From an optimization exercise on the open Yosys and OpenROAD flow, aimed at small area; shortcuts taken in it are not production practice. In this exercise RTL edits were held to simulation tests only and were not proved equivalent to the original. Power and IR drop assume default switching activity.

--- flow/design.v ---
package u8cw_pkg;
   localparam int unsigned CpWidth = 21;
   typedef struct packed {
      logic [CpWidth-1:0] code_point;
      logic [2:0]         byte_count;
   } point_type;
   typedef struct packed {
      logic [CpWidth-1:0] code_point;
      logic [2:0]         byte_count;
      logic [1:0]         cell_width;
   } result_type;
   localparam int unsigned WideCount  = 121;
   localparam int unsigned AmbigCount = 179;
   localparam logic [WideCount*CpWidth-1:0] WideLo = {
      21'h30000,21'h20000,21'h1faf0,21'h1fae0,21'h1face,21'h1fabf,
      21'h1fa90,21'h1fa80,21'h1fa70,21'h1f947,21'h1f93c,21'h1f90c,
      21'h1f7f0,21'h1f7e0,21'h1f6f4,21'h1f6eb,21'h1f6dc,21'h1f6d5,
      21'h1f6d0,21'h1f6cc,21'h1f680,21'h1f5fb,21'h1f5a4,21'h1f595,
      21'h1f57a,21'h1f550,21'h1f54b,21'h1f4ff,21'h1f442,21'h1f440,
      21'h1f3f8,21'h1f3f4,21'h1f3e0,21'h1f3cf,21'h1f3a0,21'h1f37e,
      21'h1f337,21'h1f32d,21'h1f300,21'h1f260,21'h1f250,21'h1f240,
      21'h1f210,21'h1f200,21'h1f191,21'h1f18e,21'h1f0cf,21'h1f004,
      21'h1b170,21'h1b164,21'h1b155,21'h1b150,21'h1b132,21'h1b000,
      21'h1affd,21'h1aff5,21'h1aff0,21'h18d00,21'h18800,21'h17000,
      21'h16ff0,21'h16fe0,21'h0ffe0,21'h0ff01,21'h0fe68,21'h0fe54,
      21'h0fe30,21'h0fe10,21'h0f900,21'h0ac00,21'h0a960,21'h0a490,
      21'h04e00,21'h03250,21'h03220,21'h031f0,21'h03190,21'h03131,
      21'h03105,21'h03099,21'h03041,21'h03000,21'h02ff0,21'h02f00,
      21'h02e9b,21'h02e80,21'h02b55,21'h02b50,21'h02b1b,21'h027bf,
      21'h027b0,21'h02795,21'h02757,21'h02753,21'h0274e,21'h0274c,
      21'h02728,21'h0270a,21'h02705,21'h026fd,21'h026fa,21'h026f5,
      21'h026f2,21'h026ea,21'h026d4,21'h026ce,21'h026c4,21'h026bd,
      21'h026aa,21'h026a1,21'h02693,21'h0267f,21'h02648,21'h02614,
      21'h025fd,21'h023f3,21'h023f0,21'h023e9,21'h02329,21'h0231a,
      21'h01100
   };
   localparam logic [WideCount*CpWidth-1:0] WideHi = {
      21'h3fffd,21'h2fffd,21'h1faf8,21'h1fae8,21'h1fadb,21'h1fac5,
      21'h1fabd,21'h1fa88,21'h1fa7c,21'h1f9ff,21'h1f945,21'h1f93a,
      21'h1f7f0,21'h1f7eb,21'h1f6fc,21'h1f6ec,21'h1f6df,21'h1f6d7,
      21'h1f6d2,21'h1f6cc,21'h1f6c5,21'h1f64f,21'h1f5a4,21'h1f596,
      21'h1f57a,21'h1f567,21'h1f54e,21'h1f53d,21'h1f4fc,21'h1f440,
      21'h1f43e,21'h1f3f4,21'h1f3f0,21'h1f3d3,21'h1f3ca,21'h1f393,
      21'h1f37c,21'h1f335,21'h1f320,21'h1f265,21'h1f251,21'h1f248,
      21'h1f23b,21'h1f202,21'h1f19a,21'h1f18e,21'h1f0cf,21'h1f004,
      21'h1b2fb,21'h1b167,21'h1b155,21'h1b152,21'h1b132,21'h1b122,
      21'h1affe,21'h1affb,21'h1aff3,21'h18d08,21'h18cd5,21'h187f7,
      21'h16ff1,21'h16fe4,21'h0ffe6,21'h0ff60,21'h0fe6b,21'h0fe66,
      21'h0fe52,21'h0fe19,21'h0faff,21'h0d7a3,21'h0a97c,21'h0a4c6,
      21'h0a48c,21'h04dbf,21'h03247,21'h0321e,21'h031e3,21'h0318e,
      21'h0312f,21'h030ff,21'h03096,21'h0303e,21'h02ffb,21'h02fd5,
      21'h02ef3,21'h02e99,21'h02b55,21'h02b50,21'h02b1c,21'h027bf,
      21'h027b0,21'h02797,21'h02757,21'h02755,21'h0274e,21'h0274c,
      21'h02728,21'h0270b,21'h02705,21'h026fd,21'h026fa,21'h026f5,
      21'h026f3,21'h026ea,21'h026d4,21'h026ce,21'h026c5,21'h026be,
      21'h026ab,21'h026a1,21'h02693,21'h0267f,21'h02653,21'h02615,
      21'h025fe,21'h023f3,21'h023f0,21'h023ec,21'h0232a,21'h0231b,
      21'h0115f
   };
   localparam logic [AmbigCount*CpWidth-1:0] AmbigLo = {
      21'h100000,21'hf0000,21'he0100,21'h1f19b,21'h1f18f,21'h1f170,
      21'h1f130,21'h1f110,21'h1f100,21'h0fffd,21'h0fe00,21'h0e000,
      21'h03248,21'h02b56,21'h02776,21'h0273d,21'h026fe,21'h026fb,
      21'h026f6,21'h026f4,21'h026eb,21'h026e8,21'h026e3,21'h026d5,
      21'h026cf,21'h026c6,21'h026bf,21'h0269e,21'h0266f,21'h0266c,
      21'h02667,21'h02663,21'h02660,21'h02642,21'h02640,21'h0261e,
      21'h0261c,21'h0260e,21'h02609,21'h02605,21'h025ef,21'h025e2,
      21'h025ce,21'h025cb,21'h025c6,21'h025c0,21'h025bc,21'h025b6,
      21'h025b2,21'h025a3,21'h025a0,21'h02592,21'h02580,21'h02550,
      21'h024eb,21'h02460,21'h02312,21'h022bf,21'h022a5,21'h02299,
      21'h02295,21'h02286,21'h02282,21'h0226e,21'h0226a,21'h02264,
      21'h02260,21'h02252,21'h0224c,21'h02248,21'h0223c,21'h02234,
      21'h0222e,21'h02227,21'h02225,21'h02223,21'h0221d,21'h0221a,
      21'h02215,21'h02211,21'h0220f,21'h0220b,21'h02207,21'h02202,
      21'h02200,21'h021e7,21'h021d4,21'h021d2,21'h021b8,21'h02190,
      21'h02189,21'h02170,21'h02160,21'h0215b,21'h02153,21'h0212b,
      21'h02126,21'h02121,21'h02116,21'h02113,21'h02109,21'h02105,
      21'h02103,21'h020ac,21'h02081,21'h0207f,21'h02074,21'h0203e,
      21'h0203b,21'h02035,21'h02032,21'h02030,21'h02024,21'h02020,
      21'h0201c,21'h02018,21'h02013,21'h02010,21'h00451,21'h00410,
      21'h00401,21'h003c3,21'h003b1,21'h003a3,21'h00391,21'h00300,
      21'h002df,21'h002dd,21'h002d8,21'h002d0,21'h002cd,21'h002c9,
      21'h002c7,21'h002c4,21'h00261,21'h00251,21'h001dc,21'h001da,
      21'h001d8,21'h001d6,21'h001d4,21'h001d2,21'h001d0,21'h001ce,
      21'h0016b,21'h00166,21'h00152,21'h0014d,21'h00148,21'h00144,
      21'h0013f,21'h00138,21'h00131,21'h0012b,21'h00126,21'h0011b,
      21'h00113,21'h00111,21'h00101,21'h000fe,21'h000fc,21'h000f7,
      21'h000f2,21'h000f0,21'h000ec,21'h000e8,21'h000e6,21'h000de,
      21'h000d7,21'h000d0,21'h000c6,21'h000bc,21'h000b6,21'h000b0,
      21'h000ad,21'h000aa,21'h000a7,21'h000a4,21'h000a1
   };
   localparam logic [AmbigCount*CpWidth-1:0] AmbigHi = {
      21'h10fffd,21'hffffd,21'he01ef,21'h1f1ac,21'h1f190,21'h1f18d,
      21'h1f169,21'h1f12d,21'h1f10a,21'h0fffd,21'h0fe0f,21'h0f8ff,
      21'h0324f,21'h02b59,21'h0277f,21'h0273d,21'h026ff,21'h026fc,
      21'h026f9,21'h026f4,21'h026f1,21'h026e9,21'h026e3,21'h026e1,
      21'h026d3,21'h026cd,21'h026bf,21'h0269f,21'h0266f,21'h0266d,
      21'h0266a,21'h02665,21'h02661,21'h02642,21'h02640,21'h0261e,
      21'h0261c,21'h0260f,21'h02609,21'h02606,21'h025ef,21'h025e5,
      21'h025d1,21'h025cb,21'h025c8,21'h025c1,21'h025bd,21'h025b7,
      21'h025b3,21'h025a9,21'h025a1,21'h02595,21'h0258f,21'h02573,
      21'h0254b,21'h024e9,21'h02312,21'h022bf,21'h022a5,21'h02299,
      21'h02295,21'h02287,21'h02283,21'h0226f,21'h0226b,21'h02267,
      21'h02261,21'h02252,21'h0224c,21'h02248,21'h0223d,21'h02237,
      21'h0222e,21'h0222c,21'h02225,21'h02223,21'h02220,21'h0221a,
      21'h02215,21'h02211,21'h0220f,21'h0220b,21'h02208,21'h02203,
      21'h02200,21'h021e7,21'h021d4,21'h021d2,21'h021b9,21'h02199,
      21'h02189,21'h02179,21'h0216b,21'h0215e,21'h02154,21'h0212b,
      21'h02126,21'h02122,21'h02116,21'h02113,21'h02109,21'h02105,
      21'h02103,21'h020ac,21'h02084,21'h0207f,21'h02074,21'h0203e,
      21'h0203b,21'h02035,21'h02033,21'h02030,21'h02027,21'h02022,
      21'h0201d,21'h02019,21'h02016,21'h02010,21'h00451,21'h0044f,
      21'h00401,21'h003c9,21'h003c1,21'h003a9,21'h003a1,21'h0036f,
      21'h002df,21'h002dd,21'h002db,21'h002d0,21'h002cd,21'h002cb,
      21'h002c7,21'h002c4,21'h00261,21'h00251,21'h001dc,21'h001da,
      21'h001d8,21'h001d6,21'h001d4,21'h001d2,21'h001d0,21'h001ce,
      21'h0016b,21'h00167,21'h00153,21'h0014d,21'h0014b,21'h00144,
      21'h00142,21'h00138,21'h00133,21'h0012b,21'h00127,21'h0011b,
      21'h00113,21'h00111,21'h00101,21'h000fe,21'h000fc,21'h000fa,
      21'h000f3,21'h000f0,21'h000ed,21'h000ea,21'h000e6,21'h000e1,
      21'h000d8,21'h000d0,21'h000c6,21'h000bf,21'h000ba,21'h000b4,
      21'h000ae,21'h000aa,21'h000a8,21'h000a4,21'h000a1
   };
endpackage
module u8cw_decode (
   input  logic       clock,
   input  logic       reset,
   input  logic       step,
   input  logic [7:0] in_byte,
   output logic       done,
   output u8cw_pkg::point_type point
);
   logic [1:0]         left_ff, left_in;
   logic [u8cw_pkg::CpWidth-1:0] part_ff, part_in;
   logic [2:0]         len_ff, len_in;
   always_comb begin
      left_in = left_ff;
      part_in = part_ff;
      len_in  = len_ff;
      done    = 1'b0;
      point.code_point = {{(u8cw_pkg::CpWidth-8){1'b0}}, in_byte};
      point.byte_count = 3'd1;
      if (left_ff != 2'd0) begin
         part_in = {part_ff[u8cw_pkg::CpWidth-7:0], in_byte[5:0]};
         left_in = left_ff - 2'd1;
         done    = (left_ff == 2'd1);
         point.code_point = part_in;
         point.byte_count = len_ff;
      end else begin
         priority if ((in_byte & 8'hf8) == 8'hf0) begin
            len_in = 3'd4; part_in = {{(u8cw_pkg::CpWidth-3){1'b0}}, in_byte[2:0]}; left_in = 2'd3;
         end else if ((in_byte & 8'hf0) == 8'he0) begin
            len_in = 3'd3; part_in = {{(u8cw_pkg::CpWidth-4){1'b0}}, in_byte[3:0]}; left_in = 2'd2;
         end else if ((in_byte & 8'he0) == 8'hc0) begin
            len_in = 3'd2; part_in = {{(u8cw_pkg::CpWidth-5){1'b0}}, in_byte[4:0]}; left_in = 2'd1;
         end else begin
            len_in = 3'd1; part_in = {{(u8cw_pkg::CpWidth-8){1'b0}}, in_byte};
            done = 1'b1;
         end
      end
   end
   always_ff @(posedge clock) begin
      if (reset) begin
         left_ff <= 2'd0;
         part_ff <= '0;
         len_ff  <= 3'd0;
      end else if (step) begin
         left_ff <= left_in;
         part_ff <= part_in;
         len_ff  <= len_in;
      end
   end
endmodule
module u8cw_width (
   input  logic [u8cw_pkg::CpWidth-1:0] code_point,
   output logic [1:0]         cell_width
);
   logic [u8cw_pkg::WideCount-1:0]  wide_hit;
   logic [u8cw_pkg::AmbigCount-1:0] ambig_hit;
   always_comb begin
      for (int i = 0; i < u8cw_pkg::WideCount; i++)
         wide_hit[i] = (code_point >= u8cw_pkg::WideLo[i*u8cw_pkg::CpWidth +: u8cw_pkg::CpWidth]) &&
                       (code_point <= u8cw_pkg::WideHi[i*u8cw_pkg::CpWidth +: u8cw_pkg::CpWidth]);
      for (int j = 0; j < u8cw_pkg::AmbigCount; j++)
         ambig_hit[j] = (code_point >= u8cw_pkg::AmbigLo[j*u8cw_pkg::CpWidth +: u8cw_pkg::CpWidth]) &&
                        (code_point <= u8cw_pkg::AmbigHi[j*u8cw_pkg::CpWidth +: u8cw_pkg::CpWidth]);
      cell_width = ((|wide_hit) || (|ambig_hit)) ? 2'd2 : 2'd1;
   end
endmodule
module utf8_codepoint_cell_width_core (
   input  logic               clock,
   input  logic               reset,
   input  logic               req_valid,
   output logic               req_ready,
   input  logic [7:0]         req_in_byte,
   output logic               rsp_valid,
   input  logic               rsp_ready,
   output logic [20:0]        rsp_code_point,
   output logic [2:0]         rsp_byte_count,
   output logic [1:0]         rsp_cell_width
);
   logic       take;
   logic       done;
   u8cw_pkg::point_type  point;
   logic [1:0] width;
   logic       vld_ff;
   u8cw_pkg::result_type res_ff;
   assign req_ready = !vld_ff || rsp_ready;
   assign take      = req_valid && req_ready;
   u8cw_decode u_decode (
      .clock   (clock),
      .reset   (reset),
      .step    (take),
      .in_byte (req_in_byte),
      .done    (done),
      .point   (point)
   );
   u8cw_width u_width (
      .code_point (point.code_point),
      .cell_width (width)
   );
   always_ff @(posedge clock) begin
      if (reset) begin
         vld_ff <= 1'b0;
      end else if (req_ready) begin
         vld_ff <= take && done;
      end
   end
   always_ff @(posedge clock) begin
      if (take && done) begin
         res_ff <= {point.code_point, point.byte_count, width};
      end
   end
   assign rsp_valid      = vld_ff;
   assign rsp_code_point = res_ff.code_point;
   assign rsp_byte_count = res_ff.byte_count;
   assign rsp_cell_width = res_ff.cell_width;
endmodule
--- flow/run.sh ---
#!/bin/bash
# synth_recipe.tcl (not shown) runs the flow's synth.tcl, then flattens the netlist and writes it again
# the make line also repeats each setting of config.mk as NAME=value (left out here)
make -C /OpenROAD-flow-scripts/flow DESIGN_CONFIG=/design/flow/config.mk WORK_HOME=/design/flow/orfs CLKGATE_MAP_FILE= SYNTH_SCRIPT=/design/flow/synth_recipe.tcl finish
--- flow/config.mk ---
export PLATFORM = sky130hd
export DESIGN_NAME = utf8_codepoint_cell_width_core
export DESIGN_NICKNAME = utf8_codepoint_cell_width_core
export VERILOG_FILES = /design/flow/design.v
export SDC_FILE = /design/flow/constraint.sdc
export NUM_CORES = 4
export LEC_CHECK = 0
export CAP_MARGIN = 20
export CORE_MARGIN = 2
export CORE_UTILIZATION = 15
export PLACE_DENSITY = 0.3
export SLEW_MARGIN = 20
--- flow/constraint.sdc ---
create_clock -name core_clock -period 10.0 [get_ports {clock}]
set_input_delay 2.0000 -clock core_clock [delete_from_list [all_inputs] [get_ports {clock}]]
set_output_delay 2.0000 -clock core_clock [all_outputs]
set_load 0.01 [all_outputs]
==> run_results.csv <==
group,metric,value,unit
run_status,status,"timing/DRC/antenna clean",
pwr,irDropWorstVdd,77.0,uV
clock_network,tritoncts,"done",
sta,final.min_clock_period,7.15,ns
placement,dp_hpwl,136000,um
detailed_routing,drcViolationCount,0,
sta,rsz0062_at_grt,"false",
clock_network,clkSinkCount,47,
clock_network,hold_buffers,0,
pwr,p_leak,4.10,nW
floorplan,core,74300,um2
synthesis,synth_edf_count,26,
sta,finalSetupTns,0,ns
floorplan,num_io_pins,40,
pwr,power_per_cell_area,66.6,nW/um2
synthesis,syn_avg_cell_area,6.32,um2
detailed_routing,ant_nets,0,
cells_and_area,finalNetCount,1870,
clock_network,clk_latency,0.32,ns
setup_path,ff2ff_path_depth,12,
clock_network,clkTransAtPathRegs,0.08,ns
synthesis,netlist_area,11300,um2
synthesis,synth_warnings,3,
clock_network,cts_buffer_depth,2,
placement,dpl-instance-area,13800,um2
synthesis,syn-num-nets,1792,
synthesis,synth_async_sr_flop_share,0,%
setup_path,cp.required,10.05,ns
setup_path,worstSetupEndpointType,"flip-flop",
cells_and_area,area_delta_synth_final,24.8,%
sta,finalHoldViolations,0,
floorplan,die_h,278,um
synthesis,synth_seq_area_share,10.7,%
clock_network,cts_made_buffers,5,
global_routing,grt_pass1_wl,217000,um
synthesis,synth-seq-cells,47,
floorplan,initial_utilization,15.1,%
floorplan,fp.dieW,278,um
placement,dp_slack,2.84,ns
global_routing,grt_antenna_before_repair,26,
cells_and_area,final_cell_mix,"buf_4, nand2_1, nor2_1, nor3_1, a21oi_1",
setup_path,worstSetupPathType,"input port to flip-flop",
detailed_routing,routed_wl,173000,um
sta,max_freq,0.140,GHz
setup_path,worst_setup_path_startpoint,"req_in_byte[6]",
clock_network,postCtsSetupBuffers,0,
clock_network,cts.htree.levels,2,
setup_path,timing.rr.end,"res_ff[1]",
cells_and_area,layout_commonest_cell,"buf_4",
setup_path,reg2reg_slack,3.94,ns
synthesis,ys.flop_type,"edfxtp_1",
setup_path,critPathArrivalTime,7.20,ns
detailed_routing,drt_pass1_iterations,6,
detailed_routing,viasPerCell,7.04,
detailed_routing,wl_per_cell,60.7,um
global_routing,grt_use_total,43.3,%
cells_and_area,drive_above_1_share,16.6,%
synthesis,synth_cell_types,93,
sta,period_share,71.5,%
cells_and_area,seq_area,1200,um2
cells_and_area,multiInputGateArea,9500,um2
detailed_routing,num_vias,20000,
setup_path,r2r-start,"u_decode.left_ff[1]",
flow_run,maxCapViolCount,0,
cells_and_area,fin_area,14000,um2
sta,relSlewSlack,8.88,%
detailed_routing,drt_iter0_drc,3501,
clock_network,cts.repair.resized,0,
sta,setup_viol,0,
setup_path,crit_fanout,10,
sta,finClkSkew,0.0144,ns
cells_and_area,fillers,8764,
synthesis,syn_inst,1780,
sta,fin_ws,2.85,ns
sta,worst_pin_slew,1.37,ns
sta,drv_slew,0,
placement,globalplace.congestion,1.07,
floorplan,fp-row-count,100,
worst_hold_path,hp-class,"flip-flop to flip-flop",
global_routing,grt_overflow_total,0,
placement,port_buffers,39,
global_routing,grt_pass1_vias,18200,
floorplan,die-area,77200,um2
clock_network,ctsRootBufferMaster,"clkbuf_16",
setup_path,endpoint,"res_ff[1]",
global_routing,grt_max_degree,47,
setup_path,worstSetupStartpointType,"input port",
worst max-delay path: stages:
cell,delay (ns)
clkdlybuf4s50_1,0.68
nor3b_1,0.96
nor2_1,0.11
buf_4,0.24
clkinv_1,0.34
o2111ai_1,0.23
a22o_1,0.24
nand3_1,0.45
o2111ai_1,0.56
nor4_1,0.44
buf_4,0.18
nand4_1,0.19
or4_1,0.54
worst min path at each step:
stage                                  start                 end  depth (start not counted)
after global routing      u_decode.len_ff[0]  u_decode.len_ff[0]                          2
after CTS                 u_decode.len_ff[2]  u_decode.len_ff[2]                          2
final                     u_decode.len_ff[2]  u_decode.len_ff[2]                          2
after floorplan           u_decode.len_ff[0]  u_decode.len_ff[0]                          2
after global placement    u_decode.len_ff[0]  u_decode.len_ff[0]                          2
after detailed placement  u_decode.len_ff[2]  u_decode.len_ff[2]                          2
state kept, by name (all words and copies together) (netlist names):
signal / count
u_decode.left_ff: 2
vld_ff: 1
u_decode.len_ff: 3
u_decode.part_ff: 15
res_ff: 26
final cells by class:
| class | count | area share, % |
|---|---|---|
| antenna | 19 | 0.339 |
| clock buffer | 5 | 0.891 |
| clock inverter | 3 | 0.196 |
| inverter | 19 | 0.508 |
| multi-input combinational | 1547 | 67.7 |
| sequential | 47 | 8.57 |
| tap | 969 | 8.63 |
| timing repair buffer | 238 | 13.2 |
power by group:
| group | internal [mW] | leakage [nW] | total, mW | switching, mW |
|---|---|---|---|---|
| combinational | 0.104 | 3.61 | 0.523 | 0.419 |
| sequential | 0.215 | 0.423 | 0.220 | 0.00473 |
| clock | 0.0960 | 0.0725 | 0.192 | 0.0963 |
| total | 0.415 | 4.10 | 0.935 | 0.520 |
through the flow:
| step | util [%] | instances | hold slack, ns | total power, mW |
|---|---|---|---|---|
| 4_1_cts | 18.8 | 2828 | 0.491 | 0.910 |
| 2_1_floorplan | - | 1780 | 0.446 | 0.411 |
| 3_3_place_gp | 18.5 | 2818 | 0.462 | 0.724 |
| 5_1_grt | 18.8 | 2828 | 0.536 | 0.929 |
| 3_5_place_dp | 18.6 | 2820 | 0.471 | 0.712 |
| 6_report | 18.9 | 2847 | 0.483 | 0.935 |
cell usage after synthesis (all sizes together) (15+ instances only):
cell type    n  area, um2
nor4        95        643
nor3       139        701
o32a        20        200
and2        19        119
buf         83        428
o211ai      23        178
o2111ai     31        272
o32ai       29        254
a21o        16        120
nand2b      25        156
or2         17        106
o22ai       44        275
a211oi      16        120
or3         21        131
a311oi      15        131
nand4       50        319
edfxtp      26        781
o21ai      133        681
nor2       157        602
inv         17       63.8
clkbuf      84        315
nand2      174        658
nand3       98        490
dfxtp       21        420
or4         25        191
a31oi       47        294
a21oi      128        641
metal layers:
metal,up-vias,routed length (um),track usage (%)
li1,7308,-,-
met1,10400,69300,54.9
met2,1778,70600,62.8
met3,538,17900,12.1
met4,12,15000,31.0
met5,-,72,0
kinds of logic after synthesis:
family	after synthesis	synth area share (%)
AO/OA/AOI/OAI	660	40.7
AND/OR/NAND/NOR	884	41.1
multiplexers	2	0.189
flip-flops	47	10.7
XOR/XNOR	1	0.0778
buffers and inverters	186	7.24

==> re-timing with driven ports <==
The flow's constraints put no driver on any port. The routed layout listed below was extracted and timed again, unchanged, in two steps. Step 1, drivers: a clkbuf_16 drives clock and a buf_2 each remaining input, both assumed. Step 2, shift: input delay + t, output delay - t, t = (earliest + latest rising clock arrival at the registers) / 2. This alone moves slack from input paths to output paths. Three values: no drivers, after step 1, after step 2; two values: the first two.
t (ns): 0.363
setup WS [ns]: 2.853 / 2.876 / 2.513
latest minus earliest clock arrival (ns): 0.015 / 0.015
worst slew at a driven data input, ns: 0.03
cell pins on the clock port's net: 1
After both steps this run still meets setup and hold. For this run, drivers alone change the setup slack by +0.023 ns; drivers and shift together by -0.340 ns.
